Context: an optimization exercise on an open-source flow, tuned for small area, a short achievable clock period and few clock cycles per item. The choices shown serve that exercise and are no tape-out recipe.
Where RTL was checked, it was by simulation tests only, not by an equivalence proof against the original.
Function not checked in runs 1 and 2: the RTL went through the layout flow alone.
Power is estimated from default activity; no workload was simulated.

==> design/flow/config.mk <==
export PLATFORM = sky130hd
export DESIGN_NAME = int_float_compare_bitmask_packer
export DESIGN_NICKNAME = int_float_compare_bitmask_packer
export VERILOG_FILES = /design/flow/design.v
export SDC_FILE = /design/flow/constraint.sdc
export NUM_CORES = 4
export LEC_CHECK = 0
export CAP_MARGIN = 20
export CORE_MARGIN = 2
export CORE_UTILIZATION = 55
export SLEW_MARGIN = 20
==> design/flow/constraint.sdc <==
create_clock -name core_clock -period 13.0 [get_ports {clock}]
set_input_delay 2.6000 -clock core_clock [delete_from_list [all_inputs] [get_ports {clock}]]
set_output_delay 2.6000 -clock core_clock [all_outputs]
set_load 0.01 [all_outputs]
==> design/flow/design.v <==
package ifcb_pkg;
   localparam logic [1:0] OP_EQ = 2'd0;
   localparam logic [1:0] OP_LT = 2'd1;
   localparam logic [1:0] OP_GT = 2'd2;
   localparam logic [1:0] REG_WIDTH = 2'd0;
   localparam logic [1:0] REG_ORDER = 2'd1;
   localparam logic [1:0] REG_OP    = 2'd2;
   localparam logic [1:0] W8  = 2'd0;
   localparam logic [1:0] W16 = 2'd1;
   localparam logic [1:0] W32 = 2'd2;
   localparam logic [1:0] W64 = 2'd3;
   localparam int ALEV = 1;
   typedef struct packed {
      logic [1:0] width_code;
      logic       int_on_left;
      logic [1:0] op;
   } cfg_type;
   typedef struct packed {
      logic        sf;      
      logic        fnan;    
      logic        fzero;   
      logic        fsml;    
      logic        fone;    
      logic        fbig;    
      logic        e53;     
      logic [3:0]  k;       
      logic        mzero;   
      logic        m0;      
   } fcls_type;
   typedef struct packed {
      logic [63:0] xr;      
      logic [64:0] v;       
      logic [5:0]  sa;      
      logic        st;      
      fcls_type    c;
   } sa_type;
   typedef struct packed {
      logic        s;       
      logic        xzero;   
      logic        xone;    
      logic        fz;      
      logic        c11;     
      logic        gh;      
      logic        ph;      
      logic        p11;     
      logic        zall;    
      logic        oall;    
      logic [10:0] rl;      
      fcls_type    c;
   } sb_type;
endpackage
module ifcb_step_a (
   input  logic [63:0]     int_elem,
   input  logic [63:0]     float_bits,
   output ifcb_pkg::sa_type o
);
   logic [10:0] ef;
   logic [51:0] m;
   always_comb begin
      o.xr       = int_elem;
      ef         = float_bits[62:52];
      m          = float_bits[51:0];
      o.c.sf     = float_bits[63];
      o.c.mzero  = (m == 52'd0);
      o.c.m0     = m[0];
      o.c.fnan   = (ef == 11'h7ff) && !o.c.mzero;
      o.c.fzero  = (ef == 11'd0) && o.c.mzero;
      o.c.fsml   = !ef[10];
      o.c.fone   = (ef == 11'd1023);
      o.c.fbig   = (ef >= 11'd1087);
      o.c.e53    = (ef >= 11'd1076);
      o.c.k      = 4'(ef - 11'd1076);
      o.sa = ~ef[5:0];
      o.v  = {1'b1, m, 12'd0};
      o.st = 1'b0;
      for (int l = 5; l > 5 - ifcb_pkg::ALEV; l--) begin
         if (o.sa[l]) begin
            o.st = o.st | (|(o.v & ((65'd1 << (1 << l)) - 65'd1)));
            o.v  = o.v >> (1 << l);
         end
      end
   end
endmodule
module ifcb_step_b (
   input  ifcb_pkg::sa_type i,
   input  logic [1:0]      width_code,
   output ifcb_pkg::sb_type o
);
   logic [64:0] v;
   logic        st;
   logic        s;
   logic [63:0] x;
   logic [63:0] xs;
   logic [63:0] g;
   logic [63:0] pp;
   logic [63:0] gg;
   logic [11:0] c;
   logic [10:0] lg;
   logic [10:0] lp;
   logic [63:0] tg;
   logic [63:0] tp;
   logic [63:12] tz;
   logic [63:12] to;
   logic [10:0] rl;
   always_comb begin
      v  = i.v;
      st = i.st;
      for (int l = 5 - ifcb_pkg::ALEV; l >= 0; l--) begin
         if (i.sa[l]) begin
            st = st | (|(v & ((65'd1 << (1 << l)) - 65'd1)));
            v  = v >> (1 << l);
         end
      end
      g       = v[63:0];
      o.fz    = st;
      o.c     = i.c;
      unique case (width_code)
         ifcb_pkg::W8:  x = {{56{i.xr[7]}}, i.xr[7:0]};
         ifcb_pkg::W16: x = {{48{i.xr[15]}}, i.xr[15:0]};
         ifcb_pkg::W32: x = {{32{i.xr[31]}}, i.xr[31:0]};
         default:       x = i.xr;
      endcase
      s       = x[63];
      xs      = x ^ {64{!s}};
      o.s     = s;
      o.xzero = !s && (&xs);
      o.xone  = (&xs[63:1]) && (s == xs[0]);
      pp      = g ^ xs;
      gg      = g & xs;
      lg    = gg[10:0];
      lp    = pp[10:0];
      lg[0] = gg[0] | (pp[0] & !s);
      for (int lv = 0; lv < 4; lv++) begin
         for (int b = 0; b < 11; b++) begin
            if (((b >> lv) & 1) == 1) begin
               int src;
               src = ((b >> lv) << lv) - 1;
               lg[b] = lg[b] | (lp[b] & lg[src]);
               lp[b] = lp[b] & lp[src];
            end
         end
      end
      c[0] = !s;
      for (int b = 0; b < 11; b++)
         c[b+1] = lg[b];
      rl    = pp[10:0] ^ c[10:0];
      o.c11 = c[11];
      for (int b = 0; b < 64; b++) begin
         tg[b] = (b >= 11 && b < 64) ? gg[b] : 1'b0;
         tp[b] = (b >= 11 && b < 64) ? pp[b] : 1'b1;
      end
      for (int w = 1; w < 64; w = w * 2) begin
         for (int b = 0; b < 64; b += 2 * w) begin
            tg[b] = tg[b + w] | (tp[b + w] & tg[b]);
            tp[b] = tp[b + w] & tp[b];
         end
      end
      o.gh = tg[0];
      o.ph = tp[0];
      o.p11 = pp[11];
      for (int b = 12; b < 64; b++) begin
         tz[b] = (pp[b] == (gg[b-1] | pp[b-1]));
         to[b] = (pp[b] != gg[b-1]);
      end
      o.zall = (&tz[63:12]) && (gg[63] | pp[63]);
      o.oall = (&to[63:12]) && !gg[63];
      o.rl = rl;
   end
endmodule
module ifcb_step_c (
   input  ifcb_pkg::sb_type i,
   input  logic            int_on_left,
   input  logic [1:0]      op,
   output logic            hit
);
   logic [10:0] nl;
   logic [3:0]  jp;
   logic lz;
   logic winp;
   logic winn;
   logic rneg;
   logic hz;
   logic ho;
   logic rz;
   logic qneg;
   logic eqwin;
   logic cl, ce, cg;
   logic lt, eq, gt;
   function automatic logic below(logic [10:0] val, logic [3:0] j);
      below = ((val >> j) == 11'd0);
   endfunction
   always_comb begin
      lz    = (i.rl == 11'd0);
      nl    = ~i.rl;
      jp    = i.c.mzero ? i.c.k - 4'd1 : i.c.k;
      winp  = lz || (!(i.c.mzero && i.c.k == 4'd0)
                     && (below(i.rl, jp) || (i.rl == (11'd1 << jp) && !i.c.m0)));
      winn  = below(nl, i.c.k) && !(nl == ((11'd1 << i.c.k) - 11'd1) && i.c.m0);
      rneg  = !(i.gh | (i.ph & i.c11));
      hz    = i.zall && (i.p11 == i.c11);
      ho    = i.oall && (i.p11 != i.c11);
      rz    = hz && lz;
      qneg  = !rneg && !rz;
      eqwin = (hz && winp) || (ho && winn);
      cl = 1'b0;
      ce = 1'b0;
      cg = 1'b0;
      if (i.c.fbig)
         cl = 1'b1;
      else if (i.c.fsml) begin
         if (i.c.fone) begin
            if (i.xzero) cl = 1'b1;
            else if (i.xone) begin
               if (i.c.mzero) ce = 1'b1;
               else cl = 1'b1;
            end else cg = 1'b1;
         end else begin
            if (!i.xzero) cg = 1'b1;
            else if (i.c.fzero) ce = 1'b1;
            else cl = 1'b1;
         end
      end else if (!i.c.e53) begin
         if (rz) begin
            if (i.fz) cl = 1'b1;
            else ce = 1'b1;
         end else if (qneg) cl = 1'b1;
         else cg = 1'b1;
      end else begin
         if (eqwin) ce = 1'b1;
         else if (qneg) cl = 1'b1;
         else cg = 1'b1;
      end
      if (i.xzero && i.c.fzero) begin
         lt = 1'b0; eq = 1'b1; gt = 1'b0;
      end else if (i.s != i.c.sf) begin
         lt = i.s; eq = 1'b0; gt = !i.s;
      end else if (!i.s) begin
         lt = cl; eq = ce; gt = cg;
      end else begin
         lt = cg; eq = ce; gt = cl;
      end
      if (i.c.fnan)
         hit = 1'b0;
      else begin
         unique case (op)
            ifcb_pkg::OP_EQ: hit = eq;
            ifcb_pkg::OP_LT: hit = int_on_left ? lt : gt;
            default:         hit = int_on_left ? gt : lt;
         endcase
      end
   end
endmodule
module ifcb_pack #(
   parameter int QD = 3           
) (
   input  logic        clock,
   input  logic        reset,
   input  logic        in_valid,    
   input  logic        in_hit,
   input  logic        in_last,
   output logic [1:0]  queued,      
   output logic        absorb,      
   output logic        out_valid,
   input  logic        out_ready,
   output logic [63:0] out_word,
   output logic [6:0]  out_count,
   output logic        out_final
);
   logic [QD-1:0] qh_ff, qh_in;
   logic [QD-1:0] ql_ff, ql_in;
   logic [1:0]    qc_ff, qc_in;
   logic [63:0]   word_ff;
   logic [63:0]   dec;
   logic [63:0]   wen;
   logic [63:0]   wd;
   logic [6:0]    cnt_ff, cnt_in;
   logic          ov_ff, ov_in;
   logic          fresh_ff, fresh_in;    
   logic          fin_ff;
   logic          qe;
   logic          src_valid;
   logic          src_hit;
   logic          src_last;
   logic          can;
   logic          start;
   logic          close;
   int            n;
   always_comb begin
      qe        = (qc_ff == 2'd0);
      src_valid = !qe || in_valid;
      src_hit   = qe ? in_hit : qh_ff[0];
      src_last  = qe ? in_last : ql_ff[0];
      can       = !ov_ff || out_ready;
      absorb    = src_valid && can;
      start     = ov_ff || fresh_ff;
      close     = src_last || (!start && cnt_ff == 7'd63);
      n = int'(qc_ff) + int'(in_valid) - int'(absorb);
      qc_in = 2'(n);
      qh_in = qh_ff;
      ql_in = ql_ff;
      for (int j = 0; j < QD; j++) begin
         if (absorb) begin
            if (j + 1 < int'(qc_ff)) begin
               qh_in[j] = qh_ff[j+1];
               ql_in[j] = ql_ff[j+1];
            end else if (j + 1 == int'(qc_ff)) begin
               qh_in[j] = in_hit;
               ql_in[j] = in_last;
            end
         end else if (j == int'(qc_ff)) begin
            qh_in[j] = in_hit;
            ql_in[j] = in_last;
         end
      end
      dec = 64'd1 << cnt_ff[5:0];
      for (int b = 0; b < 64; b++) begin
         wen[b] = absorb && (start || dec[b]);
         wd[b]  = (b == 0) ? src_hit : (src_hit && !start);
      end
      cnt_in   = start ? 7'd1 : cnt_ff + 7'd1;
      ov_in    = absorb ? close : (ov_ff && !out_ready);
      fresh_in = absorb ? 1'b0 : (fresh_ff || (ov_ff && out_ready));
   end
   always_ff @(posedge clock) begin
      if (reset) begin
         qc_ff    <= 2'd0;
         ov_ff    <= 1'b0;
         fresh_ff <= 1'b1;
      end else begin
         qc_ff    <= qc_in;
         ov_ff    <= ov_in;
         fresh_ff <= fresh_in;
      end
      qh_ff <= qh_in;
      ql_ff <= ql_in;
      if (absorb) begin
         cnt_ff <= cnt_in;
         fin_ff <= src_last;
      end
      for (int b = 0; b < 64; b++)
         if (wen[b]) word_ff[b] <= wd[b];
   end
   assign queued    = qc_ff;
   assign out_valid = ov_ff;
   assign out_word  = word_ff;
   assign out_count = cnt_ff;
   assign out_final = fin_ff;
endmodule
module int_float_compare_bitmask_packer (
   input  logic        clock,
   input  logic        reset,
   input  logic        req_valid,
   output logic        req_ready,
   input  logic [63:0] req_int_elem,
   input  logic [63:0] req_float_bits,
   input  logic        req_last_item,
   output logic        rsp_valid,
   input  logic        rsp_ready,
   output logic [63:0] rsp_mask_word,
   output logic [6:0]  rsp_valid_bits,
   output logic        rsp_final_word,
   input  logic        csr_valid,
   output logic        csr_ready,
   input  logic [1:0]  csr_index,
   input  logic [63:0] csr_data
);
   ifcb_pkg::cfg_type cfg_ff, cfg_in;
   ifcb_pkg::sa_type  sa_d, sa_ff;
   ifcb_pkg::sb_type  sb_d, sb_ff;
   logic              va_ff, va_in;
   logic              vb_ff;
   logic              la_ff;
   logic              lb_ff;
   logic              rdy_ff, rdy_in;
   logic              hit;
   logic [1:0]        queued_ff;
   logic [1:0]        owed;
   logic              absorb;
   assign csr_ready = 1'b1;
   always_comb begin
      cfg_in = cfg_ff;
      if (csr_valid) begin
         unique case (csr_index)
            ifcb_pkg::REG_WIDTH: cfg_in.width_code  = csr_data[1:0];
            ifcb_pkg::REG_ORDER: cfg_in.int_on_left = csr_data[0];
            ifcb_pkg::REG_OP:    cfg_in.op          = csr_data[1:0];
            default:   cfg_in = cfg_ff;
         endcase
      end
   end
   ifcb_step_a u_a (
      .int_elem   (req_int_elem),
      .float_bits (req_float_bits),
      .o          (sa_d)
   );
   ifcb_step_b u_b (
      .i          (sa_ff),
      .width_code (cfg_ff.width_code),
      .o          (sb_d)
   );
   assign req_ready = rdy_ff;
   assign va_in     = req_valid && rdy_ff;
   assign owed      = 2'(3'(queued_ff) + 3'(va_ff) + 3'(vb_ff));
   assign rdy_in    = !(((owed == 2'd3) || ((owed == 2'd2) && va_in)) && !absorb);
   always_ff @(posedge clock) begin
      if (reset) begin
         cfg_ff.width_code  <= ifcb_pkg::W64;
         cfg_ff.int_on_left <= 1'b1;
         cfg_ff.op          <= ifcb_pkg::OP_EQ;
         va_ff  <= 1'b0;
         vb_ff  <= 1'b0;
         rdy_ff <= 1'b1;
      end else begin
         cfg_ff <= cfg_in;
         va_ff  <= va_in;
         vb_ff  <= va_ff;
         rdy_ff <= rdy_in;
      end
      sa_ff <= sa_d;
      la_ff <= req_last_item;
      sb_ff <= sb_d;
      lb_ff <= la_ff;
   end
   ifcb_step_c u_c (
      .i           (sb_ff),
      .int_on_left (cfg_ff.int_on_left),
      .op          (cfg_ff.op),
      .hit         (hit)
   );
   ifcb_pack #(.QD(3)) u_pack (
      .clock     (clock),
      .reset     (reset),
      .in_valid  (vb_ff),
      .in_hit    (hit),
      .in_last   (lb_ff),
      .queued    (queued_ff),
      .absorb    (absorb),
      .out_valid (rsp_valid),
      .out_ready (rsp_ready),
      .out_word  (rsp_mask_word),
      .out_count (rsp_valid_bits),
      .out_final (rsp_final_word)
   );
endmodule
==> design/flow/flow/run.sh <==
#!/bin/bash
set -euo pipefail
bash standard.sh SETUP_SLACK_MARGIN=9.1 ADDER_MAP_FILE= \
   "BUFFER_PORTS_ARGS=-buffer_cell sky130_fd_sc_hd__buf_1" finish > standard.log 2>&1
==> design/flow/standard.sh <==
#!/bin/bash
# synth_recipe.tcl (not shown) runs the flow's synth.tcl, then flattens the netlist and writes it again
# the make line also repeats each setting of config.mk as NAME=value (left out here)
make -C /OpenROAD-flow-scripts/flow DESIGN_CONFIG=/design/flow/config.mk WORK_HOME=/design/flow/orfs CLKGATE_MAP_FILE= SYNTH_SCRIPT=/design/flow/synth_recipe.tcl "${@:-finish}"
==> out/summary.md, run 1 <==
The type of destination of the critical path was a flip-flop. Simple-gate area share of the yosys netlist: 0.207. The first detailed-routing pass took 5 iterations. In this run the most critical hold path is launched from sa_ff[12]$_DFF_P_.

The critical path contains buffers and inverters numbering 2 combined. The area of placed instances was 19100 µm². Most frequently used flop master after synthesis: dfxtp_1. The period utilization was 0.323; the maximum net fanout on the critical path was 8. The critical path's top delay family was adder cells.

Proportion of total power due to net switching: 0.375. At the placement stage, the worst setup path has a slack of 7.77 ns. Based on the critical path, the design can be clocked at up to 238 MHz. The wire-length estimate of the detail-placed layout is 40.3 mm.

The run gives 1 as the maximum level of the CTS H-tree. The part of the Yosys area used for sequential elements came out at 0.345. The core region is 32500 µm². The repair_antennas step left the layout with diodes totalling 0. Uppermost signal routing layer after detailed routing: met5. On the final layout, the worst clock skew is 0.0227 ns. The number of nets handed over by synthesis was 2215. Fraction of final layout cells with drive strength greater than 1: 0.166. The path with the worst hold slack has its endpoint at sb_ff[12]$_DFF_P_. In the layout the commonest cells are 231 x nor2_1, 210 x buf_1, 185 x dfxtp_1, 166 x nand2_1, 120 x xnor2_1. For the DRC violation total after the first TritonRoute iteration, the log shows 1208. Worst ir drop on vdd: 0.000130 V. TritonCTS built the clock tree. In this design, the critical path's most frequently occurring cell is maj3_2. The run gives 34400 µm² as the die area.

The fraction of synthesized cell area in xor and xnor cells was 0.0862; the total power was 3.10 mW. Counting flops with a built-in enable in the synthesized netlist gives 78. Site row count: 66.

The post-cts hold buffer count is 0. For this design the static power due to leakage is 7.83 nW. By area the synthesized netlist is led by dfxtp_1 22%, edfxtp_1 13%, mux4_2 7.1%, xnor2_1 6.4%, nor2_1 4.9%.

The number of violations of the max-capacitance limit came out at 0. The logs give 0.557 for the initial core utilization and 16200 for the overall via count from detail_route. Setup repair after global routing could not meet its margin everywhere.

The share of cell area taken by muxes after synthesis was 0.177. After synthesis, the largest family of logic cells by area is simple AND/OR/NAND/NOR gates. The cell sitting at the root of the clock tree is a clkbuf_16.

Setup slack closes at 8.80 ns. For the worst flop-to-flop path, the logic depth is 14. The tools report the launching point of the worst reg2reg path as sa_ff[18]$_DFF_P_. Category of the critical setup timing path: flip-flop to flip-flop. Clock-pin slew was measured on the worst setup and hold paths at 0.06 ns. The destination of the worst register-to-register timing path was sb_ff[29]$_DFF_P_. For the worst-case headroom to the max-slew limit, the log shows 0.455. Leaving out filler cells and counting taps, the final layout contains 2665.

The final net count is 2401, and the async set or reset register ratio after synthesis is 0. The fraction of the mapped netlist area in adder cells was 0.00975. The logs give 0.373 for the share of total power in combinational logic and 0 ns for the final setup TNS. The first-pass GRT wire length is 82.6 mm, and the wire length on met2 is 25.8 mm. The synthesis warning total was 7; the total grt overflow was 0.

The logs give 0 for the number of hold violations in the final report and 0 for the number of max-slew violations in the final report. Overall track demand over capacity in global routing: 0.309. Summed over all instances, the cell type with the most area after synthesis is dfxtp_1.

The internal power of the cells came out at 1.94 mW. The DRC violations left is 0. The flow ran to the end and the layout has no timing, DRC or antenna violations.

The critical path goes through buf_16 -> mux4_2 -> mux4_2 -> mux2i_4 -> o211a_1 -> buf_4 -> o41ai_2 -> maj3_2 -> o211ai_2 -> nand2_2 -> maj3_2 -> maj3_2 -> maj3_2 -> maj3_2. The horizontal extent of the die came out at 185 µm. The critical path's slowest cell was mux4_2. After routing the design area is 21100 µm². The path class of the lowest-slack min-delay path is flip-flop to flip-flop.

The cell area after technology mapping came out at 18100 µm². The worst hold path depth was 0. Routability-driven placement finished with a final weighted congestion of 1.03. The number of clock buffers added by TritonCTS is 29.

The minimum clock period after layout was 4.20 ns. In this design, the stage delay of the slowest critical-path cell is 0.57 ns. The number of antenna violations at the first check in global routing was 2; the total detailed-routing wirelength was 54.6 mm. The number of synthesized register bits was 273; the area share of the largest cell type after synthesis was 0.216.

From bottom edge to top edge, the die measures 185 µm. The library cell used most frequently in the layout, excluding fill and tap cells, is nor2_1. In this run the remaining antenna-violating nets after routing total 0. The tools report the clock network fraction of design power as 0.254.

The cell area power density is 147 nW/µm², and the power spent charging and discharging nets is 1.16 mW. Setup violations remaining at the end of the flow were counted as 0. At the worst endpoint, the arrival time is 4.64 ns. In the final routing, the length of wire on met1 measures 23.3 mm. The run gives 0.374 as the register share of total power. Wire segments on met3 add up to 4.03 mm in the final route.

Counting every instance in the synthesized netlist gives 2015. The run gives 87 as the number of different library cells in the post-synthesis netlist. The transition at the pin with the smallest max-transition slack came out at 0.812 ns.

The boundary pin count was 275. From synthesis to final layout, the design area changed by 16.5%. The maximum number of pins on one net before global-route repair was 70; the via count of the first global-routing pass was 14900. The worst setup path is launched from a flip-flop. The later-pin clock latency in the skew report was 0.57 ns; the post-detailed-route via-to-cell ratio was 6.07. The tools report the maximum count of clock buffers along a single path as 3. The tools report the TritonCTS sink count as 273. The count of input and output buffers works out to 211. In this run the register-to-register setup slack is 8.80 ns. Including well taps, the total number of placed cells is 2561. The complex-gate fraction of the synthesized area is 0.137, and the required time of the critical path is 13.45 ns.

The per-cell routed wire length works out to 20.5 µm. The average instance in the mapped netlist occupies 8.98 µm².
[Yosys cell counts (20+ instances only)]
cell and count:
nor2_1 238, nand2_1 167, edfxtp_1 78, buf_1 29, mux4_2 57, nor4_1 46
mux2_2 77, inv_1 43, nand4_1 20, clkbuf_1 73, dfxtp_1 195, a21oi_1 118
and2_1 50, o21ai_0 95, nand3_1 44, mux2i_1 79, nand2b_1 37, nor3_1 45
nor2b_1 36, xnor2_1 133, xor2_1 45
[power by group through the flow]
stage | Clock [mW] | Sequential [mW] | Combinational (mW)
6_report | 0.787 | 1.16 | 1.16
2_1_floorplan | 0 | 1.14 | 0.781
4_1_cts | 0.797 | 1.15 | 1.09
3_3_place_gp | 0 | 1.17 | 1.04
5_1_grt | 0.835 | 1.17 | 1.26
3_5_place_dp | 0 | 1.17 | 1.05
[final cells by class]
cell class / count / area [µm²]
clock buffer: 38 / 779
clock inverter: 15 / 124
fill: 2797 / 11400
inverter: 45 / 178
multi-input combinational: 1577 / 11700
sequential: 273 / 6270
tap: 442 / 553
timing repair buffer: 275 / 1490
[per-stage QoR]
stage	util	hold WS (ns)
6_report	0.650	0.325
5_1_grt	0.650	0.335
4_1_cts	0.633	0.326
3_5_place_dp	0.588	0.315
3_3_place_gp	0.588	0.311
2_1_floorplan	-	0.310
[sequential cells by signal, summed over array words and instances (netlist names)]
name,count
sa_ff,147
u_pack.word_ff,64
sb_ff,34
u_pack.cnt_ff,7
cfg_ff,5
u_pack.qh_ff,3
u_pack.ql_ff,3
u_pack.qc_ff,2
la_ff,1
lb_ff,1
rdy_ff,1
u_pack.fin_ff,1
u_pack.fresh_ff,1
u_pack.ov_ff,1
va_ff,1
vb_ff,1
[layer usage]
| metal | track usage | vias up |
|---|---|---|
| met5 | 0 | - |
| met4 | 0.0902 | 2 |
| met3 | 0.0490 | 88 |
| met2 | 0.515 | 631 |
| met1 | 0.416 | 7740 |
| li1 | - | 7708 |
[timing repair]
action,4_1_cts,5_1_grt
setup endpoints to repair,110,77
cloned,5,1
resized for setup,63,80
pin swaps,3,21
buffers inserted,18,27
[cell families (layout without fill, tap and decap cells)]
| group | count (synthesis) | count (layout) |
|---|---|---|
| other cells | 1 | 1 |
| flops | 273 | 273 |
| compound gates | 390 | 392 |
| buf+inv | 167 | 373 |
| mux | 224 | 224 |
| simple gates | 765 | 765 |
| fa+ha+maj | 17 | 17 |
| xor+xnor | 178 | 178 |
[how the worst max path moves through the flow]
stage,slack [ns],end,depth (start not counted),start
floorplan,9.10,sb_ff[29]$_DFF_P_,14,sa_ff[18]$_DFF_P_
global placement,7.82,sb_ff[28]$_DFF_P_,13,sa_ff[17]$_DFF_P_
detailed placement,7.77,sb_ff[28]$_DFF_P_,13,sa_ff[18]$_DFF_P_
CTS,8.84,sb_ff[28]$_DFF_P_,14,sa_ff[16]$_DFF_P_
global route,8.71,sb_ff[29]$_DFF_P_,14,sa_ff[18]$_DFF_P_
finish,8.80,sb_ff[29]$_DFF_P_,14,sa_ff[18]$_DFF_P_
==> run 2, diff against run 1 <==
--- a/design/flow/config.mk
+++ b/design/flow/config.mk
@@ -10,2 +10,3 @@
 export CORE_UTILIZATION = 55
+export CTS_BUF_LIST = sky130_fd_sc_hd__clkbuf_4 sky130_fd_sc_hd__clkbuf_8
 export SLEW_MARGIN = 20
==> run 2 against run 1 <==
  * Critical endpoint unchanged
  * Critical path type unchanged
  * Maximum frequency up 1.4%
  * Sequential power is essentially flat
  * Register-to-register slack better by 0.06 ns
  * Clock skew is 0.0043 ns lower
  * Largest power group is now combinational logic
  * Area after synthesis stayed put
  * Die area is the same
  * Clock power is 8.8% higher
  * Global-route usage is 0.87 points higher
==> out/summary.md, run 2 <==
The run gives 66 (unchanged) as the site row count. The minimum clock period after layout is 4.14 ns (-0.0593 ns), and the amount of wire on met3 after detailed routing is 3.92 mm (-2.7%). The largest registers in the layout are sa_ff x147, u_pack.word_ff x64, sb_ff x34. Maximum net fanout on the critical path: 5 (-3). In the layout the commonest cells are 232 x nor2_1, 210 x buf_1, 184 x dfxtp_1, 166 x nand2_1, 125 x xnor2_1. TritonCTS built the clock tree. The share of total power in combinational logic came out at 0.367 (-0.006). The count of fill cells added during filler insertion is 2817 (+0.72%). The post-route worst setup slack is 8.86 ns (+0.0593 ns). The complex-gate fraction of the synthesized area is 0.137 (unchanged).

The final setup violation count was 0 (unchanged). The fraction of final layout cells with drive strength greater than 1 was 0.177 (+0.0106). Category of the critical setup timing path: flip-flop to flip-flop. The worst setup path is captured at a flip-flop. The power spent charging and discharging nets is 1.20 mW (+3.3%). The area share of the largest cell type after synthesis is 0.216 (unchanged), and the proportion of total power due to net switching is 0.378 (+0.00308). The run gives 18100 µm² (unchanged) as the cell area after technology mapping. The die area is 34400 µm² (unchanged). The launching point of the worst reg2reg path was sa_ff[18]$_DFF_P_. The clock network fraction of design power is 0.269 (+0.015).

The final standard cell count with taps included and fillers excluded is 2696 (+1.2%), and the register share of total power is 0.364 (-0.010). The run gives 0 (unchanged) as the total grt overflow. The uppermost signal routing layer after detailed routing was met4.

The most critical setup path has its startpoint at sa_ff[18]$_DFF_P_. In the post-synthesis netlist, the cell with the most instances is nor2_1. The tree is rooted in a clkbuf_8. The overall via count from detail_route is 16300 (+1.0%).

For the initial core utilization, the log shows 0.557 (unchanged). The DRC violations left was 0 (unchanged). The routability congestion estimate from global placement was 1.03 (unchanged); the cell area power density was 150 nW/µm² (+2.2%). Critical path launch point type: a flip-flop.

The post-CTS clock slew at the launch and capture registers of the worst setup and hold paths came out at 0.07 ns (about the same). The later-pin clock latency in the skew report was 0.62 ns (+0.05 ns); the worst setup slack before clock tree synthesis was 7.77 ns (unchanged). The tools report the number of different library cells in the post-synthesis netlist as 87 (unchanged).

The register ranked first by flip-flop count is sa_ff. The run finished with no timing, DRC or antenna violations. For the cell count after synthesis, the log shows 2015 (unchanged). The run gives 0.651 (+0.00185) as the utilization of the core after routing.

Leaving out fill and tap cells, the most frequent cell in the layout is nor2_1. Vertical die dimension: 185 µm (unchanged). The TritonCTS sink count was 273 (unchanged); the worst clock skew was 0.0183 ns (-0.00434 ns). The via count of the first global-routing pass was 15200 (+1.8%); the wire length on met1 was 23.7 mm (+1.5%). The horizontal extent of the die was 185 µm (unchanged); the final net count was 2417 (+0.67%). The tools report the overall track demand over capacity in global routing as 0.318 (+0.00866).

The worst hold path belongs to the class flip-flop to flip-flop. Number of synthesized flops with an enable pin: 78 (unchanged). The boundary pin count came out at 275 (unchanged).

The count of input and output buffers works out to 211 (unchanged). The synthesis warning total was 7 (unchanged). The fraction of the mapped netlist area in adder cells was 0.00975 (unchanged); the required time of the critical path was 13.51 ns (+0.06 ns). The tools report the final setup TNS as 0 ns (unchanged). The simple-gate area share of the yosys netlist is 0.207 (unchanged), and the part of the Yosys area used for sequential elements is 0.345 (unchanged).

In the synthesized netlist the dominant register cell turns out to be dfxtp_1. The fraction of synthesized cell area in xor and xnor cells was 0.0862 (unchanged). The CTS buffer count was 45 (+55%). The static leakage power is 7.89 nW (+0.76%).

Final antenna diode count: 0 (unchanged). The largest area contributor in the netlist was dfxtp_1. Total iterations of the first detailed-routing run: 7 (+2). Setup repair after global routing could not meet its margin everywhere. From synthesis to final layout, the design area changed by 16.9%. Number of flip-flops in the largest register: 147 (unchanged). The tools report the number of placed instances with taps included as 2561 (unchanged). The number of antenna violations at the first check in global routing is 0 (-2), and the transition at the pin with the smallest max-transition slack is 0.843 ns (+0.0315 ns).

The share of cell area taken by muxes after synthesis came out at 0.177 (unchanged). The tools report the maximum level of the CTS H-tree as 2 (+1). The total detailed-routing wirelength is 55.4 mm (+1.4%), and the wire length on met2 is 26.3 mm (+1.9%).

Ranked by total cell area, the synthesized netlist is headed by dfxtp_1 22%, edfxtp_1 13%, mux4_2 7.1%, xnor2_1 6.4%, nor2_1 4.9%. Worst-case headroom to the max-slew limit: 0.432 (-0.0231). The critical path arrival is 4.64 ns (about the same). The combinational family with the most area after synthesis was simple AND/OR/NAND/NOR gates. The number of violations of the max-capacitance limit was 0 (unchanged). For the number of max-slew violations in the final report, the log shows 0 (unchanged). In the synthesized netlist, the cells that appear most often are 238 x nor2_1, 195 x dfxtp_1, 167 x nand2_1. The DRC violation total after the first TritonRoute iteration was 1235 (+2.2%); the post-detailed-route via-to-cell ratio was 6.06 (-0.16%). The async set or reset register ratio after synthesis is 0 (unchanged). The logs give 0.000112 V (-14%) for the worst ir drop on vdd and 3.18 mW (+2.5%) for the total power. The number of synthesized register bits is 273 (unchanged), and the per-cell routed wire length is 20.5 µm (+0.20%).

The source of the worst hold timing path was sa_ff[2]$_DFF_P_. The internal power of the cells was 1.98 mW (+2.0%); the maximum count of clock buffers along a single path was 3 (unchanged). Number of hold violations in the final report: 0 (unchanged). The average size of a mapped cell is 8.98 µm² (unchanged), and the period utilization is 0.318 (-0.00456).

The number of nets still failing antenna checks after routing came out at 0 (unchanged). The net count of the mapped netlist is 2215 (unchanged), and the HPWL after detailed placement is 40.3 mm (unchanged). The maximum number of pins on one net before global-route repair is 70 (unchanged), and the first-pass GRT wire length is 84.3 mm (+2.1%). Core box area: 32500 µm² (unchanged). The run gives 242 MHz (+1.4%) as the peak clock frequency supported by timing.
==> run 2: cell counts after synthesis <==
Identical to the previous run, type by type.
==> run 2: final timing paths <==
kind	to	slack, ns	depth (start not counted)
max	sb_ff[29]$_DFF_P_	8.86	13
min	sb_ff[2]$_DFF_P_	0.33	0
max reg2reg	sb_ff[29]$_DFF_P_	8.86	13
min reg2reg	sb_ff[2]$_DFF_P_	0.33	0
==> run 2: timing repair <==
item                                    4_1_cts  5_1_grt
resized for setup                            89       34
cloned                                        8        0
pin swaps                                    10       12
endpoints found under the setup margin      113       75
hold buffers                                  0        0
buffers inserted                             25       18
==> run 2: metrics by stage <==
stage	hold slack [ns]	area, µm²
5_1_grt	0.331	21100
3_3_place_gp	0.311	19100
4_1_cts	0.326	20900
6_report	0.328	21100
2_1_floorplan	0.310	18100
3_5_place_dp	0.315	19100
==> run 2: final cells by class <==
type	instances	area (µm²)	area share
Multi-Input combinational cell	1578	11600	0.551
Inverter	45	178	0.00840
Tap cell	442	553	0.0262
Clock inverter	23	248	0.0117
Clock buffer	61	783	0.0371
Timing Repair Buffer	274	1460	0.0691
Sequential cell	273	6270	0.297
==> run 2: per-layer routing <==
layer	vias to the layer above	track usage
met5	-	0
met4	0	0.0943
met1	7779	0.426
met3	94	0.0511
met2	724	0.530
li1	7734	-
==> run 2: power by group through the flow <==
stage	Combinational, mW	Sequential [mW]	Clock (mW)
floorplan	0.781	1.14	0
detailed placement	1.05	1.17	0
CTS	1.13	1.15	0.870
global route	1.27	1.17	0.906
finish	1.17	1.16	0.856
global placement	1.04	1.17	0
==> run 2: logic make-up after synthesis <==
logic type	Yosys count
and+or+nand+nor	765
muxes	224
adders and majority gates	17
DFF	273
buffers and inverters	167
other	1
xor gates and xnor gates	178
AOI/OAI and AO/OA	390
==> run 2: critical path, stage by stage, from the launching register on <==
cell and delay (ns):
dfxtp_4 0.44, buf_16 0.15, mux4_2 0.56, mux4_2 0.55
mux2i_4 0.23, o221a_4 0.27, nor4b_2 0.06, o22a_1 0.27
o211ai_2 0.18, nand2_2 0.08, maj3_2 0.31, maj3_2 0.32
maj3_2 0.32, maj3_2 0.30
==> run 3, diff against run 2 <==
--- a/design/flow/design.v
+++ b/design/flow/design.v
@@ -11,3 +11,3 @@
    localparam logic [1:0] W64 = 2'd3;
-   localparam int ALEV = 1;
+   localparam int ALEV = 2;
    typedef struct packed {
@@ -37,5 +37,11 @@
    typedef struct packed {
+      logic        fixed;   
+      logic        flt;     
+      logic        feq;     
+      logic        fgt;     
       logic        s;       
-      logic        xzero;   
-      logic        xone;    
+      logic        e53;     
+      logic [3:0]  k;       
+      logic        mzero;   
+      logic        m0;      
       logic        fz;      
@@ -48,3 +54,2 @@
       logic [10:0] rl;      
-      fcls_type    c;
    } sb_type;
@@ -104,2 +109,5 @@
    logic [10:0] rl;
+   logic        xzero;
+   logic        xone;
+   logic        cl, ce, cg;
    always_comb begin
@@ -115,3 +123,6 @@
       o.fz    = st;
-      o.c     = i.c;
+      o.e53   = i.c.e53;
+      o.k     = i.c.k;
+      o.mzero = i.c.mzero;
+      o.m0    = i.c.m0;
       unique case (width_code)
@@ -125,4 +136,4 @@
       o.s     = s;
-      o.xzero = !s && (&xs);
-      o.xone  = (&xs[63:1]) && (s == xs[0]);
+      xzero   = !s && (&xs);
+      xone    = (&xs[63:1]) && (s == xs[0]);
       pp      = g ^ xs;
@@ -167,2 +178,30 @@
       o.rl = rl;
+      cl = 1'b0;
+      ce = 1'b0;
+      cg = 1'b0;
+      if (i.c.fbig)
+         cl = 1'b1;
+      else if (i.c.fone) begin
+         if (xzero) cl = 1'b1;
+         else if (xone) begin
+            if (i.c.mzero) ce = 1'b1;
+            else cl = 1'b1;
+         end else cg = 1'b1;
+      end else begin
+         if (!xzero) cg = 1'b1;
+         else if (i.c.fzero) ce = 1'b1;
+         else cl = 1'b1;
+      end
+      o.fixed = i.c.fnan || (s != i.c.sf) || i.c.fbig || i.c.fsml;
+      if (i.c.fnan) begin
+         o.flt = 1'b0; o.feq = 1'b0; o.fgt = 1'b0;
+      end else if (xzero && i.c.fzero) begin
+         o.flt = 1'b0; o.feq = 1'b1; o.fgt = 1'b0;
+      end else if (s != i.c.sf) begin
+         o.flt = s; o.feq = 1'b0; o.fgt = !s;
+      end else if (!s) begin
+         o.flt = cl; o.feq = ce; o.fgt = cg;
+      end else begin
+         o.flt = cg; o.feq = ce; o.fgt = cl;
+      end
    end
@@ -194,6 +233,6 @@
       nl    = ~i.rl;
-      jp    = i.c.mzero ? i.c.k - 4'd1 : i.c.k;
-      winp  = lz || (!(i.c.mzero && i.c.k == 4'd0)
-                     && (below(i.rl, jp) || (i.rl == (11'd1 << jp) && !i.c.m0)));
-      winn  = below(nl, i.c.k) && !(nl == ((11'd1 << i.c.k) - 11'd1) && i.c.m0);
+      jp    = i.mzero ? i.k - 4'd1 : i.k;
+      winp  = lz || (!(i.mzero && i.k == 4'd0)
+                     && (below(i.rl, jp) || (i.rl == (11'd1 << jp) && !i.m0)));
+      winn  = below(nl, i.k) && !(nl == ((11'd1 << i.k) - 11'd1) && i.m0);
       rneg  = !(i.gh | (i.ph & i.c11));
@@ -207,17 +246,3 @@
       cg = 1'b0;
-      if (i.c.fbig)
-         cl = 1'b1;
-      else if (i.c.fsml) begin
-         if (i.c.fone) begin
-            if (i.xzero) cl = 1'b1;
-            else if (i.xone) begin
-               if (i.c.mzero) ce = 1'b1;
-               else cl = 1'b1;
-            end else cg = 1'b1;
-         end else begin
-            if (!i.xzero) cg = 1'b1;
-            else if (i.c.fzero) ce = 1'b1;
-            else cl = 1'b1;
-         end
-      end else if (!i.c.e53) begin
+      if (!i.e53) begin
          if (rz) begin
@@ -232,6 +257,4 @@
       end
-      if (i.xzero && i.c.fzero) begin
-         lt = 1'b0; eq = 1'b1; gt = 1'b0;
-      end else if (i.s != i.c.sf) begin
-         lt = i.s; eq = 1'b0; gt = !i.s;
+      if (i.fixed) begin
+         lt = i.flt; eq = i.feq; gt = i.fgt;
       end else if (!i.s) begin
@@ -241,11 +264,7 @@
       end
-      if (i.c.fnan)
-         hit = 1'b0;
-      else begin
-         unique case (op)
-            ifcb_pkg::OP_EQ: hit = eq;
-            ifcb_pkg::OP_LT: hit = int_on_left ? lt : gt;
-            default:         hit = int_on_left ? gt : lt;
-         endcase
-      end
+      unique case (op)
+         ifcb_pkg::OP_EQ: hit = eq;
+         ifcb_pkg::OP_LT: hit = int_on_left ? lt : gt;
+         default:         hit = int_on_left ? gt : lt;
+      endcase
    end
==> run 3 against run 2 <==
  * Still clean
  * Core utilization is 1.2 points lower
  * Routed wire length down 5.6%
  * Critical path depth fell by 2
  * Combinational power is 33% lower
  * Critical path type unchanged
  * Critical endpoint is now sb_ff[12]$_DFF_P_
  * Largest cell class unchanged
  * Largest power group is now sequential cells
==> out/summary.md, run 3 <==
The cell with the most instances after synthesis is nand2_1. By startpoint and endpoint, the worst setup path is classified as flip-flop to flip-flop. The library cell used as clock root buffer was clkbuf_8. The tools report the clock network fraction of design power as 0.324 (+0.055). The run gives 0.379 (+0.015) as the register share of total power. The top cell types in the final layout, fill and taps aside, are 209 x buf_1, 200 x nand2_1, 188 x nor2_1, 179 x dfxtp_1, 123 x xnor2_1. Boundary pin count: 275 (unchanged).

Relative to the synthesized area, the layout overhead comes to 13.8%. The maximum net fanout on the critical path was 20 (+15). Period utilization: 0.297 (-0.0211). The worst ir drop on vdd was 0.000100 V (-10%). Maximum count of clock buffers along a single path: 3 (unchanged). In the post-synthesis netlist, the biggest area contributors are dfxtp_1 21%, edfxtp_1 13%, mux4_2 6.6%, mux2i_1 6.2%, xnor2_1 6.1%. The number of max-slew violations in the final report came out at 0 (unchanged). Via count of the first global-routing pass: 14400 (-5.0%).

Fraction of the mapped netlist area in adder cells: 0.00800 (-0.00175). The final net count was 2331 (-3.6%); the number of nets still failing antenna checks after routing was 0 (unchanged). The number of placed instances with taps included came out at 2456 (-4.1%). The async set or reset register ratio after synthesis came out at 0 (unchanged). The cell area after technology mapping came out at 17800 µm² (-1.5%). The CTS buffer count is 45 (unchanged), and the total grt overflow is 0 (unchanged). For the worst clock skew, the log shows 0.0269 ns (+0.00855 ns). The worst-case headroom to the max-slew limit came out at 0.451 (+0.0197). The number of synthesized flops with an enable pin works out to 78 (unchanged). The share of cell area taken by muxes after synthesis is 0.171 (-0.00644). The power spent charging and discharging nets was 0.900 mW (-25%). The post-detailed-route via-to-cell ratio is 5.96 (-1.6%), and the number of different library cells in the post-synthesis netlist is 103 (+18%). The overall via count from detail_route was 15300 (-6.2%); the peak clock frequency supported by timing was 259 MHz (+7.1%). The proportion of total power due to net switching is 0.338 (-0.0394). The cell area power density is 131 nW/µm² (-13%). The fraction of synthesized cell area in xor and xnor cells is 0.0916 (+0.00538), and the critical path arrival is 4.33 ns (-0.31 ns). For the number of hold violations in the final report, the log shows 0 (unchanged). The largest area contributor in the netlist is dfxtp_1.

The simple-gate area share of the yosys netlist is 0.206 (-0.000376). The required time of the critical path came out at 13.47 ns (-0.04 ns). The path class of the lowest-slack min-delay path was flip-flop to flip-flop. The average size of a mapped cell is 9.11 µm² (+1.5%), and the die area is 33900 µm² (-1.5%). The tools report the first-pass GRT wire length as 78.9 mm (-6.4%). The run gives 1.76 mW (-11%) as the internal power of the cells. Combinational family with the most area after synthesis: simple AND/OR/NAND/NOR gates. Initial core utilization: 0.562 (+0.00441). The most frequently used flop master after synthesis is dfxtp_1. The register ranked first by flip-flop count was sa_ff. HPWL after detailed placement: 38.8 mm (-3.8%). The count of input and output buffers came out at 211 (unchanged). The maximum level of the CTS H-tree is 2 (unchanged), and the final antenna diode count is 0 (unchanged). The area share of the largest cell type after synthesis was 0.213 (-0.00234); the overall track demand over capacity in global routing was 0.299 (-0.0187). Number of synthesized register bits: 268 (-1.8%).

The tools report the total detailed-routing wirelength as 52.3 mm (-5.6%). TritonCTS built the clock tree. The complex-gate fraction of the synthesized area was 0.136 (-0.00102). The TritonCTS sink count was 268 (-1.8%). Leaving out fill and tap cells, the most frequent cell in the layout is buf_1. The share of total power in combinational logic was 0.297 (-0.070); the worst setup slack before clock tree synthesis was 8.07 ns (+0.292 ns). The largest registers in the layout are sa_ff x146, u_pack.word_ff x64, sb_ff x30. The run finished with no timing, DRC or antenna violations. Transition at the pin with the smallest max-transition slack: 0.814 ns (-0.0293 ns). The synthesis warning total is 7 (unchanged), and the vertical die dimension is 184 µm (-0.73%). Type of destination of the critical path: a flip-flop. The post-CTS clock slew at the launch and capture registers of the worst setup and hold paths was 0.06 ns (about the same).

The fraction of final layout cells with drive strength greater than 1 was 0.154 (-0.0230). The per-cell routed wire length is 20.4 µm (-0.95%). Setup repair after global routing could not meet its margin everywhere. The tools report the number of antenna violations at the first check in global routing as 0 (unchanged).

The utilization of the core after routing was 0.639 (-0.0120); the maximum number of pins on one net before global-route repair was 86 (+23%). Core box area: 31700 µm² (-2.3%). The run gives 2155 (-2.7%) as the net count of the mapped netlist. The logs give 65 (-1.5%) for the site row count and 1082 (-12%) for the DRC violation total after the first TritonRoute iteration.

The critical path launch point type was a flip-flop. The later-pin clock latency in the skew report was 0.59 ns (-0.03 ns). In the synthesized netlist, the cells that appear most often are 201 x nand2_1, 191 x nor2_1, 190 x dfxtp_1. Final setup TNS: 0 ns (unchanged). The DRC violations left is 0 (unchanged), and the minimum clock period after layout is 3.86 ns (-0.274 ns).

The run gives 1.00 (-2.6%) as the routability congestion estimate from global placement. The number of violations of the max-capacitance limit is 0 (unchanged). The horizontal extent of the die is 184 µm (-0.73%), and the static leakage power is 7.77 nW (-1.5%). The part of the Yosys area used for sequential elements is 0.345 (-0.000381).

The run gives 9.14 ns (+0.274 ns) as the post-route worst setup slack. The run gives 1955 (-3.0%) as the cell count after synthesis. The tools report the final setup violation count as 0 (unchanged). The tools report the total power as 2.66 mW (-16%). The total iterations of the first detailed-routing run was 5 (-2); the final standard cell count with taps included and fillers excluded was 2570 (-4.7%).

The number of flip-flops in the largest register came out at 146 (-0.68%).
[run 3: cell types whose count changed after synthesis, moves of 14 or more]
| cell | before | now |
|---|---|---|
| nand2_1 | 167 | 201 |
| mux2_2 | 77 | 50 |
| and2_1 | 50 | 28 |
| and3_1 | 12 | 32 |
| buf_2 | 10 | 24 |
| nor2_1 | 238 | 191 |
| mux2i_1 | 79 | 110 |
[run 3: kinds of logic (layout without fill, tap and decap cells)]
family	after synthesis	in the layout
adders and majority gates	14	14
and+or+nand+nor	739	739
xor gates and xnor gates	182	182
other	1	1
buffers and inverters	156	367
muxes	222	223
DFF	268	268
AOI/OAI and AO/OA	373	374
[run 3: area by class of cell]
cell class / instances / area (µm²)
Inverter: 33 / 131
Sequential cell: 268 / 6170
Clock buffer: 66 / 821
Fill cell: 2711 / 11400
Multi-Input combinational cell: 1533 / 11200
Timing Repair Buffer: 250 / 1260
Clock inverter: 18 / 239
Tap cell: 402 / 503
[run 3: final timing paths]
| path | depth (start not counted) | slack [ns] | end | from |
|---|---|---|---|---|
| worst max-delay path | 11 | 9.14 | sb_ff[12]$_DFF_P_ | sa_ff[16]$_DFF_P_ |
| worst min-delay path | 0 | 0.33 | sb_ff[24]$_DFF_P_ | sa_ff[6]$_DFF_P_ |
| worst min register to register | 0 | 0.33 | sb_ff[24]$_DFF_P_ | sa_ff[6]$_DFF_P_ |
| worst max register to register | 11 | 9.14 | sb_ff[12]$_DFF_P_ | sa_ff[16]$_DFF_P_ |
[run 3: repair_timing]
action	4_1_cts	5_1_grt
gates resized for setup	35	44
hold endpoints to repair	0	0
buffers inserted	8	16
hold buffers	0	0
cloned	1	5
pin swaps	3	6
endpoints found under the setup margin	112	88
[run 3: critical path: stages, from the launching register on]
cell	delay, ns
dfxtp_4	0.40
clkbuf_4	0.20
clkbuf_16	0.20
nand2b_1	0.19
mux4_2	0.50
mux2i_2	0.41
xor2_1	0.46
xnor2_1	0.18
a2111oi_1	0.51
and4bb_1	0.28
nand4_1	0.11
nor3_2	0.30
[run 3: per-layer routing]
metal  global-route usage  vias to the layer above  share of wire
met3               0.0335                       74          0.052
li1                     -                     7462              -
met5                    0                        -              0
met4               0.0797                        0          0.022
met1                0.400                     7305           0.43
met2                0.516                      480           0.49
[run 3: metrics by stage]
stage	hold WS, ns	cell area (µm²)
floorplan	0.310	17800
finish	0.326	20300
global route	0.329	20300
detailed placement	0.313	18600
global placement	0.312	18600
CTS	0.325	19900
[run 3: power groups by stage]
stage | Clock [mW] | Combinational [mW] | Sequential (mW)
after floorplan | 0 | 0.602 | 0.965
after global placement | 0 | 0.729 | 1.02
after detailed placement | 0 | 0.734 | 1.02
after CTS | 0.877 | 0.755 | 1.00
after global routing | 0.917 | 0.856 | 1.02
final | 0.862 | 0.788 | 1.01
Testbench counts of run 3, summed over its fixed seeds: cycles 16,396, items 16,012.
==> run 4, diff against run 3 <==
--- a/design/flow/config.mk
+++ b/design/flow/config.mk
@@ -10,3 +10,4 @@
 export CORE_UTILIZATION = 55
-export CTS_BUF_LIST = sky130_fd_sc_hd__clkbuf_4 sky130_fd_sc_hd__clkbuf_8
+export CTS_CLUSTER_DIAMETER = 100
+export CTS_CLUSTER_SIZE = 30
 export SLEW_MARGIN = 20
==> run 4 against run 3 <==
  * Worst setup slack gained 0.052 ns
  * Sequential share of layout area rose by 1.0 points
  * Maximum frequency rose by 1.4%
  * Sequential power about the same
  * Die area unchanged
  * Synthesized cell count unchanged
  * Total power is 13% lower
  * First-iteration DRC count decreased by 4.9%
  * Via count fell by 1.2%
  * Final cell count shrank 2.7%
  * Clock skew is 0.0019 ns higher
  * Critical path depth is 10 lower
  * Largest cell class unchanged
==> out/summary.md, run 4 <==
Total grt overflow: 0 (unchanged). Vertical die dimension: 184 µm (unchanged). The run gives 18600 µm² (unchanged) as the area of placed instances.

The required time of the critical path was 10.40 ns (-3.07 ns); the final setup violation count was 0 (unchanged). The number of max-slew violations in the final report was 0 (unchanged); the routability congestion estimate from global placement was 1.00 (unchanged). The number of flip-flops in the largest register works out to 146 (unchanged). The part of the Yosys area used for sequential elements was 0.345 (unchanged); the largest stage delay on the critical path was 0.48 ns (-0.03 ns). The run gives 0 (unchanged) as the DRC violations left. The tools report the number of hold violations in the final report as 0 (unchanged). The type of destination of the critical path is an output pin. The area share of the largest cell type after synthesis came out at 0.213 (unchanged). After synthesis, the most frequently instantiated cells are 201 x nand2_1, 191 x nor2_1, 190 x dfxtp_1.

The category of the critical setup timing path was flip-flop to output pin. The library cell used most frequently in the layout, excluding fill and tap cells, is buf_1. From synthesis to final layout, the design area changed by 10.2%. The final setup TNS is 0 ns (unchanged), and the total power is 2.31 mW (-13%). The period utilization came out at 0.293 (-0.00401). The post-CTS clock slew at the launch and capture registers of the worst setup and hold paths works out to 0.11 ns (+0.05 ns). The number of nets still failing antenna checks after routing is 0 (unchanged), and the async set or reset register ratio after synthesis is 0 (unchanged). The post-detailed-route via-to-cell ratio works out to 6.05 (+1.5%). The run gives 9.21 ns (+0.07 ns) as the worst-case register-to-register setup slack. The later-pin clock latency in the skew report is 0.52 ns (-0.07 ns), and the core box area is 31700 µm² (unchanged). The number of buffer and inverter stages on the critical path came out at 1 (-1). For the site row count, the log shows 65 (unchanged).

First-pass GRT wire length: 77.3 mm (-2.0%). In the synthesized netlist the dominant register cell turns out to be dfxtp_1. The HPWL after detailed placement was 38.8 mm (unchanged).

Walking the worst path, the cells encountered are buf_1. The critical path's top delay family is flip-flops. The number of synthesized flops with an enable pin came out at 78 (unchanged). The count of input and output buffers came out at 211 (unchanged).

The DRC violation total after the first TritonRoute iteration is 1029 (-4.9%). Setup repair after global routing could not meet its margin everywhere. The transition at the pin with the smallest max-transition slack came out at 0.885 ns (+0.0706 ns).

In the final layout, the registers with the most flip-flops are sa_ff x146, u_pack.word_ff x64, sb_ff x30. The register ranked first by flip-flop count is sa_ff. The via count of the first global-routing pass is 14000 (-3.1%), and the net count of the mapped netlist is 2155 (unchanged). The fraction of final layout cells with drive strength greater than 1 was 0.125 (-0.0292); the per-cell routed wire length was 20.5 µm (+0.80%). The utilization of the core after routing is 0.619 (-0.0203), and the maximum number of pins on one net before global-route repair is 86 (unchanged).

The peak clock frequency supported by timing is 262 MHz (+1.4%), and the cell area power density is 118 nW/µm² (-10%). The path class of the lowest-slack min-delay path was flip-flop to flip-flop. The logs give 275 (unchanged) for the boundary pin count and 33900 µm² (unchanged) for the die area.

The number of antenna violations at the first check in global routing was 2 (+2); the TritonCTS sink count was 268 (unchanged). The tools report the final cell area excluding filler cells as 19600 µm² (-3.2%). nand2_1 is the most common cell in the netlist. The worst setup path is launched from a flip-flop. The number of violations of the max-capacitance limit was 0 (unchanged). For the overall via count from detail_route, the log shows 15100 (-1.2%). Maximum net fanout on the critical path: 7 (-65%). In the layout the commonest cells are 209 x buf_1, 200 x nand2_1, 189 x nor2_1, 179 x dfxtp_1, 123 x xnor2_1.

The tree is rooted in a clkbuf_16. The flow ran to the end and the layout has no timing, DRC or antenna violations. The logs give 1.21 ns (-3.12 ns) for the critical path arrival and 0.0288 ns (+0.00193 ns) for the worst clock skew. The logs give 2290 (-1.8%) for the final net count and 7 (unchanged) for the synthesis warning total. The total iterations of the first detailed-routing run was 5 (unchanged).

The cell area after technology mapping is 17800 µm² (unchanged), and the CTS buffer count is 14 (-69%). The horizontal extent of the die came out at 184 µm (unchanged). For the number of different library cells in the post-synthesis netlist, the log shows 103 (unchanged).

The number of synthesized register bits was 268 (unchanged). The biggest area contributor in the post-synthesis netlist is dfxtp_1. The overall track demand over capacity in global routing is 0.292 (-0.00753), and the worst-case headroom to the max-slew limit is 0.410 (-0.0413).

The final antenna diode count is 0 (unchanged), and the post-cts hold buffer count is 0 (unchanged). The tools report the total detailed-routing wirelength as 51.3 mm (-2.0%). The static leakage power is 7.38 nW (-5.0%). The run gives 1 (-1) as the maximum level of the CTS H-tree. Sorting the synthesized cells by area gives the leading types as dfxtp_1 21%, edfxtp_1 13%, mux4_2 6.6%, mux2i_1 6.2%, xnor2_1 6.1%. The average size of a mapped cell was 9.11 µm² (unchanged); the cell count after synthesis was 1955 (unchanged). The minimum clock period after layout came out at 3.81 ns (-0.0522 ns). The worst ir drop on vdd came out at 0.0000815 V (-19%).

TritonCTS built the clock tree. The maximum count of clock buffers along a single path was 3 (unchanged). The run gives 0.562 (unchanged) as the initial core utilization. The critical path's slowest cell was edfxtp_1.
==> run 4: cell counts after synthesis <==
No cell type changed its count.
==> run 4: routing by layer <==
metal  track usage  routed length [µm]  part of all wire  vias to the layer above
li1              -                   -                 -                     7355
met1         0.400               22600              0.44                     7268
met2         0.505               25000              0.49                      448
met3        0.0238                2500             0.049                       61
met4        0.0640                1160             0.023                        2
met5             0                   9           0.00018                        -
==> run 4: final timing paths <==
path / startpoint / to / depth (start not counted)
min reg2reg: sa_ff[5]$_DFF_P_ / sb_ff[23]$_DFF_P_ / 0
min: sa_ff[5]$_DFF_P_ / sb_ff[23]$_DFF_P_ / 0
max reg2reg: sa_ff[16]$_DFF_P_ / sb_ff[11]$_DFF_P_ / 12
max: u_pack.cnt_ff[3]$_SDFFCE_PN0P_ / rsp_valid_bits[3] / 1
==> run 4: area by class of cell <==
class	count	area, µm²
Fill cell	2777	12100
Sequential cell	268	6180
Clock buffer	20	394
Inverter	33	131
Clock inverter	4	71.3
Multi-Input combinational cell	1534	11200
Timing Repair Buffer	239	1180
Tap cell	402	503
==> run 4: kinds of logic (layout without fill, tap and decap cells) <==
group,Yosys count,count (layout),share of synthesized area
compound gates,373,375,0.136
xor+xnor,182,182,0.0916
other cells,1,1,0.000210
flops,268,268,0.345
buf+inv,156,296,0.0428
fa+ha+maj,14,14,0.00800
mux,222,223,0.171
simple gates,739,739,0.206
==> run 4: stage by stage <==
step / hold WS [ns] / worst slack [ns] / std cells
after global placement: 0.312 / 8.12 / 2455
after detailed placement: 0.313 / 8.07 / 2456
after global routing: 0.335 / 9.05 / 2500
after floorplan: 0.310 / 9.12 / 1955
final: 0.333 / 9.19 / 2500
after CTS: 0.334 / 9.10 / 2488
==> run 4: power by group <==
group | switching, mW | internal [mW]
Sequential | 0.0912 | 0.914
Clock | 0.289 | 0.227
Combinational | 0.460 | 0.332
==> run 4: repair_timing <==
item / 4_1_cts / 5_1_grt
pin swaps: 2 / 9
gates resized for setup: 30 / 53
endpoints found under the setup margin: 113 / 116
buffers inserted: 7 / 7
endpoints found under the hold margin: 0 / 0
gates cloned: 1 / 5
==> run 5, diff against run 4 <==
==> design/flow/flow/run.sh (replaced) <==
#!/bin/bash
set -euo pipefail
bash standard.sh SETUP_SLACK_MARGIN=9.4 ADDER_MAP_FILE= \
   "BUFFER_PORTS_ARGS=-buffer_cell sky130_fd_sc_hd__buf_1" finish > standard.log 2>&1
==> run 5 against run 4 <==
  * Still clean
  * Global-route usage increased by 0.91 points
  * Core utilization is 4.0 points higher
  * Final area up 6.5%
  * Combinational power increased by 11%
  * Sequential power hardly changed
  * Worst setup slack gained 0.11 ns
  * Largest cell class unchanged
  * Highest routed layer is now met4
==> out/summary.md, run 5 <==
For the critical path arrival, the log shows 1.10 ns (-0.11 ns). The cell area power density was 115 nW/µm² (-2.5%). The final setup violation count came out at 0 (unchanged). The source of the worst hold timing path was sa_ff[6]$_DFF_P_.

The largest registers in the layout are sa_ff x146, u_pack.word_ff x64, sb_ff x30. Largest area contributor in the netlist: dfxtp_1. The critical path is of the flip-flop to output pin type. Type of destination of the critical path: an output pin. The library cell used most frequently in the layout, excluding fill and tap cells, is nand2_1. The CTS buffer count is 14 (unchanged), and the die area is 33900 µm² (unchanged).

The run gives 0 (unchanged) as the post-cts hold buffer count. The static leakage power was 8.08 nW (+9.5%). TritonCTS sink count: 268 (unchanged).

For the worst clock skew, the log shows 0.0283 ns (-0.000483 ns). The number of synthesized register bits was 268 (unchanged). The worst register-to-register path begins at sa_ff[16]$_DFF_P_. The average size of a mapped cell works out to 9.11 µm² (unchanged). Period utilization: 0.284 (-0.00864). The worst ir drop on vdd was 0.000100 V (+23%). By area the synthesized netlist is led by dfxtp_1 21%, edfxtp_1 13%, mux4_2 6.6%, mux2i_1 6.2%, xnor2_1 6.1%. The total iterations of the first detailed-routing run is 5 (unchanged).

TritonCTS built the clock tree. The launching element of the worst setup path was u_pack.cnt_ff[5]$_SDFFCE_PN0P_. The async set or reset register ratio after synthesis is 0 (unchanged). The maximum number of pins on one net before global-route repair came out at 86 (unchanged). The fraction of final layout cells with drive strength greater than 1 was 0.229 (+0.104); the via count of the first global-routing pass was 14400 (+3.3%). The tools report the number of placed instances with taps included as 2456 (unchanged). The critical path's top delay family is flip-flops. The per-cell routed wire length works out to 21.2 µm (+3.4%). The initial core utilization was 0.562 (unchanged). The cell area after technology mapping came out at 17800 µm² (unchanged).

The run gives 31700 µm² (unchanged) as the core box area. The run gives 0.301 (+0.00912) as the overall track demand over capacity in global routing. The library cells used most frequently in the layout, excluding fill and tap cells, are 200 x nand2_1, 178 x dfxtp_1, 148 x nor2_1, 141 x buf_1, 119 x xnor2_1. The DRC violations left is 0 (unchanged). The number of synthesized flops with an enable pin came out at 78 (unchanged). The boundary pin count was 275 (unchanged).

For the utilization of the core after routing, the log shows 0.659 (+0.0402). The number of hold violations in the final report came out at 0 (unchanged). The post-detailed-route via-to-cell ratio was 6.12 (+1.1%); the number of buffer and inverter stages on the critical path was 1 (unchanged).

The logs give 2343 (+2.3%) for the final net count and 1 (unchanged) for the maximum level of the CTS H-tree. The critical path goes through clkbuf_2. The worst setup slack before clock tree synthesis was 8.02 ns (-0.0467 ns); the number of different library cells in the post-synthesis netlist was 103 (unchanged). The worst-case headroom to the max-slew limit was 0.356 (-0.0539); the final setup TNS was 0 ns (unchanged). For the synthesis warning total, the log shows 7 (unchanged). The tools report the total detailed-routing wirelength as 54.2 mm (+5.6%).

The DRC violation total after the first TritonRoute iteration is 1320 (+28%), and the worst hold slack is 0.337 ns (+0.00382 ns). For the number of max-slew violations in the final report, the log shows 0 (unchanged). Clock tree synthesis selected as its root buffer the cell clkbuf_16.

For the post-route worst setup slack, the log shows 9.30 ns (+0.112 ns). The tools report the site row count as 65 (unchanged). The count of input and output buffers is 211 (unchanged), and the final standard cell count with taps included and fillers excluded is 2553 (+2.1%). The register ranked first by flip-flop count was sa_ff.

For the number of antenna violations at the first check in global routing, the log shows 0 (-2). The tools report the required time of the critical path as 10.40 ns (about the same). Among all stages on the critical path, the largest delay is contributed by edfxtp_1. The run gives 2155 (unchanged) as the net count of the mapped netlist. The critical path launch point type was a flip-flop.

The run gives 1955 (unchanged) as the cell count after synthesis. For the number of violations of the max-capacitance limit, the log shows 0 (unchanged). In this run the worst hold path is classified as flip-flop to flip-flop. The routability congestion estimate from global placement was 0.997 (-0.47%); the minimum clock period after layout was 3.70 ns (-0.112 ns).

The tools report the peak clock frequency supported by timing as 270 MHz (+3.0%). The overall via count from detail_route was 15600 (+3.3%); the vertical die dimension was 184 µm (unchanged). The number of flip-flops in the largest register came out at 146 (unchanged).

Setup repair after global routing could not meet its margin everywhere. Compared with the post-synthesis result, the final layout area differs by 17.4%. The final antenna diode count is 0 (unchanged), and the HPWL after detailed placement is 39.3 mm (+1.4%).

The number of nets still failing antenna checks after routing is 0 (unchanged), and the maximum net fanout on the critical path is 2 (-5). The logs give 0.51 ns (about the same) for the later-pin clock latency in the skew report and 3 (unchanged) for the maximum count of clock buffers along a single path. In the synthesized netlist the dominant register cell turns out to be dfxtp_1.

The transition at the pin with the smallest max-transition slack works out to 0.962 ns (+0.0772 ns). The flow ran to the end and the layout has no timing, DRC or antenna violations. By count the netlist is led by 201 x nand2_1, 191 x nor2_1, 190 x dfxtp_1. For the first-pass GRT wire length, the log shows 79.8 mm (+3.3%). Yosys instantiated no cell more often than nand2_1. The horizontal extent of the die came out at 184 µm (unchanged). The total grt overflow was 0 (unchanged).

The largest stage delay on the critical path is 0.45 ns (-0.03 ns), and the part of the Yosys area used for sequential elements is 0.345 (unchanged). The worst-case register-to-register setup slack is 9.42 ns (+0.21 ns), and the area share of the largest cell type after synthesis is 0.213 (unchanged). The post-CTS clock slew at the launch and capture registers of the worst setup and hold paths was 0.11 ns (about the same).
run 5: cell types whose count changed in the layout (fill, tap and decap cells not counted), sizes merged:
cell and change:
buf -6, clkinv +1, a21oi -2, clkbuf +59
bufbuf +1
run 5: per-layer routing:
layer / GRT usage / wire length, µm / vias up
li1: - / - / 7455
met2: 0.525 / 26300 / 565
met3: 0.0303 / 3270 / 96
met4: 0.0723 / 1540 / 0
met1: 0.403 / 23100 / 7512
met5: 0 / 0 / -
run 5: logic make-up (layout without fill, tap and decap cells):
logic type	after synthesis	after routing	synth area share
AOI/OAI and AO/OA	373	373	0.136
buffers and inverters	156	351	0.0428
adders and majority gates	14	14	0.00800
DFF	268	268	0.345
other	1	1	0.000210
muxes	222	223	0.171
xor gates and xnor gates	182	182	0.0916
and+or+nand+nor	739	739	0.206
run 5: cell type report:
cell class,instances,area (µm²)
clock inverters,5,66.3
multi-input cells,1532,11800
inverters,33,150
fillers,2704,10800
repair buffers,294,1810
clock buffers,19,390
flip-flops and latches,268,6180
well taps,402,503
run 5: stage by stage:
| stage | power (mW) | cell area (µm²) |
|---|---|---|
| 6_report | 2.40 | 20900 |
| 5_1_grt | 2.51 | 20900 |
| 4_1_cts | 2.32 | 19900 |
| 3_5_place_dp | 1.77 | 18700 |
| 3_3_place_gp | 1.76 | 18700 |
| 2_1_floorplan | 1.57 | 18000 |
run 5: worst paths after layout:
kind,depth (start not counted),end
hold reg to reg,0,sb_ff[24]$_DFF_P_
setup / recovery,1,rsp_valid_bits[5]
hold / removal,0,sb_ff[24]$_DFF_P_
setup reg to reg,14,sb_ff[16]$_DFF_P_
run 5: power breakdown:
part,internal (mW),switching [mW]
clock network,0.226,0.289
registers,0.914,0.0918
logic,0.375,0.507
total,1.52,0.887
run 5: timing repair:
item | 4_1_cts | 5_1_grt
endpoints found under the setup margin | 231 | 157
endpoints found under the hold margin | 0 | 0
cloned | 4 | 4
setup buffers | 30 | 35
pin swaps | 12 | 36
resized for setup | 102 | 172

==> separate check: timing with driven ports <==
Ports are ideal in the flow. The routed layouts listed here were re-timed in OpenROAD. Step 1: set_driving_cell puts a clkbuf_16 on clock and a buf_2 on each other input, an assumption about the parent block. Step 2 moves the port delays by t, midway between the first and last clock arrival at a register: inputs arrive t later, outputs are due t later. That takes back most of the time a late clock gives input paths. Slacks: no drivers / after step 1 / after step 2; pairs: no drivers / after step 1.
| run | t, ns | setup WS [ns] | worst setup path after step 2 | worst slew at a driven data input, ns |
|---|---|---|---|---|
| run 1 | 0.611 | 8.805 / 8.805 / 8.628 | input to register | 0.07 |
| run 2 | 0.664 | 8.864 / 8.864 / 8.571 | input to register | 0.08 |
| run 3 | 0.625 | 9.138 / 9.118 / 8.623 | input to register | 0.07 |
| run 4 | 0.552 | 9.190 / 9.139 / 8.687 | input to register | 0.06 |
| run 5 | 0.549 | 9.302 / 9.249 / 8.905 | input to register | 0.06 |
After both steps every run listed still meets setup and hold. The setup slack of run 3, which loses most, moves by -0.020 ns with the drivers and by -0.515 ns with both steps.
